From an optimization exercise on the open Yosys and OpenROAD flow, aimed at small area; shortcuts taken in it are not production practice.
Function was checked by simulation only, so behaviour that the tests miss may differ from the original.
Power is estimated from default activity; no workload was simulated.

lagoon:
Design gpr_hilo_wb, start of the top module:
module gpr_hilo_wb #(
    parameter int NUM_REGS = 32,
    parameter int CNT_W    = 32
) (
    input  logic             clk,
    input  logic             rst,
    input  logic             wb_wreg,
    input  logic [4:0]       wb_wd,
    input  logic [31:0]      wb_wdata,
    input  logic             wb_whilo,
    input  logic [31:0]      wb_hi,
    input  logic [31:0]      wb_lo,
    input  logic             re1,
    input  logic [4:0]       raddr1,
    output logic [31:0]      rdata1,
    input  logic             re2,
    input  logic [4:0]       raddr2,
    output logic [31:0]      rdata2,
    output logic [31:0]      hi_o,
    output logic [31:0]      lo_o,
    output logic [CNT_W-1:0] retire_cnt
);
    logic [31:0]         regs [1:NUM_REGS-1];
    logic [NUM_REGS-1:1] valid;
    logic [NUM_REGS-1:1] we;
    logic [31:0]         sel1, sel2;
    logic                hilo_valid;
    logic [31:0]         hi_q, lo_q;
    logic [31:0]         hi_m, lo_m;
    logic [3:0] wpa;
    logic [7:0] wpb;
    always_comb begin
        for (int k = 0; k < 4; k++) wpa[k] = (wb_wd[1:0] == k[1:0]);
        for (int m = 0; m < 8; m++) wpb[m] = wb_wreg && (wb_wd[4:2] == m[2:0]);
        for (int i = 1; i < NUM_REGS; i++) we[i] = wpa[i%4] && wpb[i/4];
    end
    always_ff @(posedge clk) begin
        for (int i = 1; i < NUM_REGS; i++) begin
            if (we[i]) regs[i] <= wb_wdata;
        end
    end
    always_ff @(posedge clk or negedge rst) begin
        if (!rst) valid <= '0;
        else      valid <= valid | we;
    end
  ...
clock: 7.0 ns
lec_check: 0
cap_margin: 5
core_margin: 2
core_utilization: 40
gpl_timing_driven: 0
place_density: 0.55
setup_slack_margin: 0
slew_margin: 5
synth_hierarchical: 1
standard.sh (not shown) runs the stock make flow with config.mk's settings and CLKGATE_MAP_FILE= SYNTH_SCRIPT=/design/flow/synth_recipe.tcl, a recipe that flattens the netlist after the stock synthesis.
==> flow/flow/run.sh <==
#!/bin/bash
# Standard ORFS layout with these changes: ports are buffered with the
# smallest buffer; before repair_design, each high-fanout net's driver is
# replaced by a stronger cell of the same function; clock tree synthesis
# uses larger sink clusters of mid-size clock buffers without dummy loads.
# ORFS keeps each step's full log under orfs/logs/; make's output goes to
# standard_flow.log.
set -euo pipefail
here=$(pwd)
export BUFFER_PORTS_ARGS="-buffer_cell sky130_fd_sc_hd__buf_1"
export PRE_GLOBAL_PLACE_TCL="$here/flow/pre_gpl.tcl"
export PRE_RESIZE_TCL="$here/flow/upsize_hf.tcl"
export CTS_ARGS="-sink_clustering_enable -repair_clock_nets -dont_use_dummy_load -buf_list sky130_fd_sc_hd__clkbuf_8 -sink_clustering_size 18 -sink_clustering_max_diameter 72"
bash standard.sh finish > standard_flow.log 2>&1
==> flow/flow/pre_gpl.tcl <==
# Remove synthesis buffers before placement, as the standard flow does when
# placement is timing-driven.
remove_buffers
==> flow/flow/upsize_hf.tcl <==
# Drive each high-fanout net from one stronger cell of the same function
# (a drive-strength change only), instead of leaving repair_design to add
# buffer trees after a weak driver.
set upsized 0
foreach net [get_nets *] {
  set loads [get_pins -quiet -of_objects $net -filter "direction == input"]
  set n [llength $loads]
  if { $n < 12 } { continue }
  set drv [get_pins -quiet -of_objects $net -filter "direction == output"]
  if { [llength $drv] != 1 } { continue }
  set inst [get_cells -of_objects $drv]
  set master [get_property $inst ref_name]
  if { [regexp {__(df|edf|sdf|dl|clk|conb)} $master] } { continue }
  if { ![regexp {^(sky130_fd_sc_hd__\w+)_(\d+)$} $master -> base ds] } { continue }
  if { $n >= 24 } { set want {4 2} } else { set want {2} }
  foreach s $want {
    if { $s <= $ds } { break }
    set lc [get_lib_cells -quiet "*/${base}_$s"]
    if { [llength $lc] == 1 } {
      replace_cell $inst $lc
      incr upsized
      break
    }
  }
}
puts "upsize_hf: upsized $upsized high-fanout drivers"
lagoon completed; timing, DRC and antenna clean
The following lists how harbor was set up differently from lagoon:
- GPL_TIMING_DRIVEN removed (was 0)
- CAP_MARGIN changed from 5 to 0
- SLEW_MARGIN changed from 5 to 0
==> flow/flow/run.sh <==
#!/bin/bash
# Standard ORFS layout with two changes: ports are buffered with the smallest
# buffer, and clock tree synthesis uses larger sink clusters of mid-size
# clock buffers without dummy loads. Each tool's output goes to its own log
# (ORFS also keeps per-step logs under orfs/logs/).
set -euo pipefail
export BUFFER_PORTS_ARGS="-buffer_cell sky130_fd_sc_hd__buf_1"
export CTS_ARGS="-sink_clustering_enable -repair_clock_nets -dont_use_dummy_load -buf_list sky130_fd_sc_hd__clkbuf_8 -sink_clustering_size 18 -sink_clustering_max_diameter 60"
bash standard.sh finish > standard_flow.log 2>&1
removed: flow/flow/pre_gpl.tcl
removed: flow/flow/upsize_hf.tcl
Findings:
lagoon reached the final stage; the timing, design-rule and antenna checks on its layout passed. harbor reached the end of the flow, and the finished layout is clean on the timing, design-rule and antenna checks. Cell area went up slightly going from lagoon to harbor. harbor: sequential fraction of total cell area is 0.65 points lower than what lagoon reported. Delta (harbor minus lagoon): routed wire length went up, data-path buffer share of cell area in the final layout now sits higher.
## Diff of input files: indigo against harbor
- GPL_TIMING_DRIVEN now 0, previously not set
- SLEW_MARGIN now 5, was 0
- CAP_MARGIN now 5, was 0
==> flow/flow/run.sh <==
#!/bin/bash
# Standard ORFS layout with these changes: ports are buffered with the
# smallest buffer; before repair_design, each high-fanout net's driver is
# replaced by a stronger cell of the same function; clock tree synthesis
# uses larger sink clusters of mid-size clock buffers without dummy loads.
# ORFS keeps each step's full log under orfs/logs/; make's output goes to
# standard_flow.log.
set -euo pipefail
here=$(pwd)
export BUFFER_PORTS_ARGS="-buffer_cell sky130_fd_sc_hd__buf_1"
export PRE_GLOBAL_PLACE_TCL="$here/flow/pre_gpl.tcl"
export PRE_RESIZE_TCL="$here/flow/upsize_hf.tcl"
export CTS_ARGS="-sink_clustering_enable -repair_clock_nets -dont_use_dummy_load -buf_list sky130_fd_sc_hd__clkbuf_8 -sink_clustering_size 18 -sink_clustering_max_diameter 60"
bash standard.sh finish > standard_flow.log 2>&1
==> flow/flow/pre_gpl.tcl (new file) <==
# Remove synthesis buffers before placement, as the standard flow does when
# placement is timing-driven.
remove_buffers
==> flow/flow/upsize_hf.tcl (new file) <==
# Drive each high-fanout net from one stronger cell of the same function
# (a drive-strength change only), instead of leaving repair_design to add
# buffer trees after a weak driver.
set upsized 0
foreach net [get_nets *] {
  set loads [get_pins -quiet -of_objects $net -filter "direction == input"]
  set n [llength $loads]
  if { $n < 12 } { continue }
  set drv [get_pins -quiet -of_objects $net -filter "direction == output"]
  if { [llength $drv] != 1 } { continue }
  set inst [get_cells -of_objects $drv]
  set master [get_property $inst ref_name]
  if { [regexp {__(df|edf|sdf|dl|clk|conb)} $master] } { continue }
  if { ![regexp {^(sky130_fd_sc_hd__\w+)_(\d+)$} $master -> base ds] } { continue }
  if { $n >= 24 } { set want {4 2} } else { set want {2} }
  foreach s $want {
    if { $s <= $ds } { break }
    set lc [get_lib_cells -quiet "*/${base}_$s"]
    if { [llength $lc] == 1 } {
      replace_cell $inst $lc
      incr upsized
      break
    }
  }
}
puts "upsize_hf: upsized $upsized high-fanout drivers"
==> summary.txt <==
Count of filler cells inserted in the layout, indigo and harbor, lower one = indigo. The timing endpoint of the critical path comes out rdata1[2] in one run and rdata1[15] in the other, namely in indigo and harbor respectively. Diff indigo and harbor: share of total power in the clock network lower in indigo. Going from harbor to indigo, wire length shrinks by 2.9%. Compared with harbor, in indigo largest clock skew in the final design went down by 0.066 ns, final area went down by about 0.55%, global routing usage on met1 went down by 0.50 points. For indigo, the worst-path cell with the longest stage delay was sky130_fd_sc_hd__a2111oi_4, unlike harbor, where it was sky130_fd_sc_hd__a31oi_1.
Edits applied to the flow inputs when going from indigo to ember:
-- flow/flow/run.sh --
<<< indigo, line 12
export PRE_RESIZE_TCL="$here/flow/upsize_hf.tcl"
export CTS_ARGS="-sink_clustering_enable -repair_clock_nets -dont_use_dummy_load -buf_list sky130_fd_sc_hd__clkbuf_8 -sink_clustering_size 18 -sink_clustering_max_diameter 60"
bash standard.sh finish > standard_flow.log 2>&1
>>> ember, line 12
export PRE_RESIZE_TCL="$here/flow/upsize_hf.tcl"
export CTS_ARGS="-sink_clustering_enable -repair_clock_nets -dont_use_dummy_load -buf_list sky130_fd_sc_hd__clkbuf_8 -sink_clustering_size 18 -sink_clustering_max_diameter 85"
bash standard.sh finish > standard_flow.log 2>&1
==> summary.txt <==
Summary of ember over indigo: number of clock buffers in the layout saw a decrease; portion of the clock cycle consumed by the worst path in the final layout saw little to no change. ember -> indigo: clock sink count delta 0, exact match. [ember vs indigo] hold slack: higher in ember. The via count on indigo is in line with that on ember. In terms of final-layout fill cell count, indigo and ember differ only marginally.
[inputs] violet vs ember
- PLACE_DENSITY: 0.55 -> 0.6
- CORE_UTILIZATION: 40 -> 45
==> flow/flow/run.sh <==
#!/bin/bash
# Standard ORFS layout with these changes: ports are buffered with the
# smallest buffer; before repair_design, each high-fanout net's driver is
# replaced by a stronger cell of the same function (NOR gates excepted); clock tree synthesis
# uses larger sink clusters of mid-size clock buffers without dummy loads.
# ORFS keeps each step's full log under orfs/logs/; make's output goes to
# standard_flow.log.
set -euo pipefail
here=$(pwd)
export BUFFER_PORTS_ARGS="-buffer_cell sky130_fd_sc_hd__buf_1"
export PRE_GLOBAL_PLACE_TCL="$here/flow/pre_gpl.tcl"
export PRE_RESIZE_TCL="$here/flow/upsize_hf.tcl"
export CTS_ARGS="-sink_clustering_enable -repair_clock_nets -dont_use_dummy_load -buf_list sky130_fd_sc_hd__clkbuf_8 -sink_clustering_size 18 -sink_clustering_max_diameter 72"
bash standard.sh finish > standard_flow.log 2>&1
-- flow/flow/upsize_hf.tcl --
<<< ember, line 13
  if { [regexp {__(df|edf|sdf|dl|clk|conb)} $master] } { continue }
  if { ![regexp {^(sky130_fd_sc_hd__\w+)_(\d+)$} $master -> base ds] } { continue }
>>> violet, line 13
  if { [regexp {__(df|edf|sdf|dl|clk|conb)} $master] } { continue }
  # NOR-type cells drive large loads poorly even when upsized; leave those
  # nets to repair_design, which buffers them.
  if { [regexp {__nor} $master] } { continue }
  if { ![regexp {^(sky130_fd_sc_hd__\w+)_(\d+)$} $master -> base ds] } { continue }
### Flow results
Changes observed in violet relative to ember: power climbed about 0.56%, final area barely changed.
The total of clock buffers placed in the layout of violet exceeds that of ember by 3.
Of ember and violet, violet shows the higher non-clock buffer count, with ember below it.
On hold slack, ember tracks violet almost exactly.
Share of the clock period used by the worst path (higher): ember
Compared to ember, the routing of violet uses less wire.
violet vs ember: standard-cell row count down
On proportion of cell area occupied by registers, ember and violet are neck and neck.

[separate check: timing with driven ports]
How much do the figures lean on ideal ports? The routed layouts below were timed once more, with nothing changed but the port constraints.
Step 1: set_driving_cell puts a clkbuf_16 on clk and a buf_2 on each other input, an assumption about the parent block.
Step 2, shift: input delay + t, output delay - t, t = (earliest + latest rising clock arrival at the registers) / 2. This alone moves slack from input paths to output paths.
Three values: ideal, step 1, step 2; two values: the first two.
run	t (ns)	slack for setup (ns)	hold slack, ns	worst data-port slew with drivers (ns)
lagoon	0.819	0.205 / 0.167 / 0.167	0.476 / 0.476 / 0.476	0.08
harbor	0.826	0.721 / 0.698 / 0.698	0.470 / 0.470 / 0.470	0.07
indigo	0.826	0.218 / 0.179 / 0.179	0.467 / 0.467 / 0.467	0.08
ember	0.820	0.217 / 0.179 / 0.179	0.478 / 0.478 / 0.478	0.09
violet	0.790	0.273 / 0.232 / 0.232	0.475 / 0.475 / 0.475	0.07
After both steps setup and hold are still met in every run listed. For violet, which loses most, drivers alone change the setup slack by -0.041 ns; drivers and shift together by -0.041 ns.
